From an optimization exercise on the open Yosys and OpenROAD flow, aimed at small area, a short achievable clock period and few clock cycles per item; shortcuts taken in it are not production practice.
RTL that was checked went through simulation tests only; none was proved equivalent to the original.
Power is estimated from default activity; no workload was simulated.

// sonar_range_proximity_blinker_unit
module sonar_range_proximity_blinker_unit (
  input  logic                                clk,
  input  logic                                rst,
  input  logic                                item_valid,
  output logic                                item_stall,
  input  srpb_pkg::srpb_item_t                item,
  output logic                                result_valid,
  input  logic                                result_stall,
  output srpb_pkg::srpb_result_t              result,
  input  logic                                cfg_valid,
  output logic                                cfg_ready,
  input  logic [srpb_pkg::CFG_IDX_W-1:0]      cfg_index,
  input  logic [srpb_pkg::CFG_DATA_W-1:0]     cfg_data
);
==> flow/config.mk <==
export PLATFORM = sky130hd
export DESIGN_NAME = sonar_range_proximity_blinker_unit
export DESIGN_NICKNAME = sonar_range_proximity_blinker_unit
export VERILOG_FILES = /design/flow/design.v
export SDC_FILE = /design/flow/constraint.sdc
export NUM_CORES = 4
export LEC_CHECK = 0
export ABC_CLOCK_PERIOD_IN_PS = 2000
export CAP_MARGIN = 20
export CORE_MARGIN = 2
export CORE_UTILIZATION = 40
export SETUP_SLACK_MARGIN = 4.3
export SLEW_MARGIN = 20
==> flow/constraint.sdc <==
create_clock -name core_clock -period 7.0 [get_ports {clk}]
set_input_delay 1.4000 -clock core_clock [delete_from_list [all_inputs] [get_ports {clk}]]
set_output_delay 1.4000 -clock core_clock [all_outputs]
set_load 0.01 [all_outputs]
standard.sh (not shown) runs the stock make flow with config.mk's settings and CLKGATE_MAP_FILE= SYNTH_SCRIPT=/design/flow/synth_recipe.tcl, a recipe that flattens the netlist after the stock synthesis.
==> flow/flow/run.sh <==
#!/bin/bash
# The standard layout, with the port buffers made from plain buffers
# (sky130_fd_sc_hd__buf_4) instead of the delay cell buffer_ports picks by default
set -euo pipefail
bash standard.sh "BUFFER_PORTS_ARGS=-buffer_cell sky130_fd_sc_hd__buf_4" finish > flow.log 2>&1
Change:
--- a/flow/design.v
+++ b/flow/design.v
@@ -35,19 +35,18 @@
   } srpb_result_t;
 endpackage
 module srpb_mul (
   input  logic [srpb_pkg::VAL_WIDTH-1:0] acc,
   input  logic [srpb_pkg::CM_CFG_W-1:0]  a,
   input  logic                           bit_i,
-  output logic [srpb_pkg::VAL_WIDTH-1:0] sum,
-  output logic                           ovf
+  output logic [srpb_pkg::VAL_WIDTH-1:0] acc_next
 );
   localparam int VW = srpb_pkg::VAL_WIDTH;
-  logic carry;
-  assign {carry, sum} = {1'b0, acc[VW-2:0], 1'b0} + {1'b0, VW'(bit_i ? a : '0)};
-  assign ovf          = acc[VW-1] || carry;
+  logic [VW:0] sum;
+  assign sum      = {1'b0, acc[VW-2:0], 1'b0} + {1'b0, VW'(bit_i ? a : '0)};
+  assign acc_next = (acc[VW-1] || sum[VW]) ? '1 : sum[VW-1:0];
 endmodule
 module sonar_range_proximity_blinker_unit (
   input  logic                                clk,
   input  logic                                rst,
   input  logic                                item_valid,
   output logic                                item_stall,
@@ -74,13 +73,12 @@
   logic          pulse_pending;
   logic          trigger_level;
   logic [VW-1:0] echo_int;       
   logic [FB-1:0] echo_frac;      
   logic [VW-1:0] distance_cm;
   logic [VW-1:0] half_period;
-  logic          half_ovf;       
   logic [CW-1:0] blink_next;     
   logic          led_state;
   logic          distance_new;
   logic          h_tick;
   logic          h_rise;
   logic          h_fall;
@@ -110,14 +108,13 @@
   logic          near_hit;
   logic          mid_hit;
   logic          will_scale;
   logic [3:0]    tpc_msb;
   logic          tpc_msb_bit;
   logic          scale_bit_next;
-  logic [VW-1:0] scale_sum;
-  logic          scale_ovf;
+  logic [VW-1:0] scale_next;
   logic          busy_next;
   logic          pending_next;
   assign cfg_ready    = 1'b1;
   assign item_stall   = stall_q;
   assign result_valid = rv_q;
   assign result       = {trigger_level, led_state, distance_cm, distance_new};
@@ -130,13 +127,13 @@
   assign head_free = !(h_tick || h_rise || h_fall) || proc;
   assign nh_valid  = e_valid || push;
   assign nh_item   = e_valid ? e_item : item;
   assign trigger_inc = trigger_next + CW'(1);
   assign blink_inc   = blink_next + CW'(1);
   assign trigger_hit = trigger_next >= trigger_interval;
-  assign blink_hit   = half_ovf ? (blink_next == '1) : (blink_next >= half_period);
+  assign blink_hit   = blink_next >= half_period;
   assign echo_carry = echo_frac >= FB'(1024 - 878);
   assign echo_last  = (echo_int == srpb_pkg::ECHO_LAST_INT) &&
                       (echo_frac == srpb_pkg::ECHO_LAST_FRAC);
   assign near_hit = (echo_int[VW-1:KW] == '0) &&
                     ({echo_int[KW-1:0], |echo_frac} <= {near_limit_cm, 1'b0});
   assign mid_hit  = (echo_int[VW-1:KW] == '0) && (echo_int[KW-1:0] < far_limit_cm);
@@ -156,17 +153,16 @@
     for (int i = 0; i < KW - 1; i++) begin
       if (scale_left == 4'(i + 2)) scale_bit_next = ticks_per_cm[i];
     end
     if (!busy) scale_bit_next = tpc_msb_bit;
   end
   srpb_mul u_mul (
-    .acc   (half_period),
-    .a     (distance_cm[KW-1:0]),
-    .bit_i (scale_bit),
-    .sum   (scale_sum),
-    .ovf   (scale_ovf)
+    .acc      (half_period),
+    .a        (distance_cm[KW-1:0]),
+    .bit_i    (scale_bit),
+    .acc_next (scale_next)
   );
   assign busy_next    = busy ? (scale_left != 4'd1) : (do_fall && will_scale);
   assign pending_next = proc || (pending && !(rv_q && !result_stall));
   always_ff @(posedge clk) begin
     if (rst) begin
       trigger_interval <= srpb_pkg::RST_TRIGGER_INTERVAL;
@@ -193,13 +189,12 @@
       pulse_pending <= 1'b0;
       trigger_level <= 1'b0;
       echo_int      <= '0;
       echo_frac     <= '0;
       distance_cm   <= '0;
       half_period   <= srpb_pkg::RST_HALF_PERIOD;
-      half_ovf      <= 1'b0;
       blink_next    <= CW'(1);
       led_state     <= 1'b0;
       distance_new  <= 1'b0;
       h_tick        <= 1'b0;
       h_rise        <= 1'b0;
       h_fall        <= 1'b0;
@@ -232,18 +227,16 @@
       if (do_fall) begin
         distance_cm <= echo_int;
         if (near_hit)                half_period <= near_half_period;
         else if (!mid_hit)           half_period <= far_half_period;
         else if (ticks_per_cm == '0) half_period <= '0;
         else                         half_period <= echo_int;
-        half_ovf <= 1'b0;
         scale_left <= tpc_msb;
       end
       if (busy) begin
-        half_period <= scale_sum;
-        half_ovf    <= half_ovf || scale_ovf;
+        half_period <= scale_next;
         scale_left  <= scale_left - 4'd1;
       end
       busy    <= busy_next;
       pending <= pending_next;
       rv_q    <= pending_next && !busy_next;
       if (head_free) begin
After rerunning:
- The new run ran to the end with no violations
- total power goes down by 3.2%
- via count goes up by 1.0%
- area after synthesis goes up by 1.0%
- hold slack is about the same
- sequential share of layout area goes down by 0.29 points
- final cell count goes up by 0.63%
- count of clock-buffer cells in the layout goes up by 4
- sequential cell count goes down by 1
- design area is about the same
- global-route usage goes up by 0.26 points
- first-iteration DRC count goes up by 1.5%
- routed wire length goes up by 1.2%
- synthesized cell count goes up by 0.90%
- worst setup slack got worse by 0.031 ns
Testbench counts after the change, summed over its fixed seeds: cycles 96,228, items 96,000.
For the first run of this note, only the layout was checked, not whether the RTL still works.

## static timing again, ports no longer ideal
The flow's constraints put no driver on any port. The routed layouts listed below were extracted and timed again, unchanged, in two steps. Step 1 assumes that a clkbuf_16 drives the clock port and a buf_2 every other input. Step 2, shift: input delay + t, output delay - t, t = (earliest + latest rising clock arrival at the registers) / 2. This alone moves slack from input paths to output paths. Three values: ideal, step 1, step 2; two values: the first two.
| run | t (ns) | setup slack, ns | worst hold slack (ns) | latest minus earliest clock arrival (ns) | pins driven straight from the clock port |
|---|---|---|---|---|---|
| the first run | 0.481 | 4.404 / 4.404 / 3.959 | 0.454 / 0.454 / 0.454 | 0.028 / 0.028 | 1 |
| the second run | 0.475 | 4.373 / 4.388 / 3.913 | 0.454 / 0.454 / 0.454 | 0.012 / 0.012 | 1 |
After both steps setup and hold are still met in every run listed. The setup slack of the second run, which loses most, moves by +0.015 ns with the drivers and by -0.460 ns with both steps.
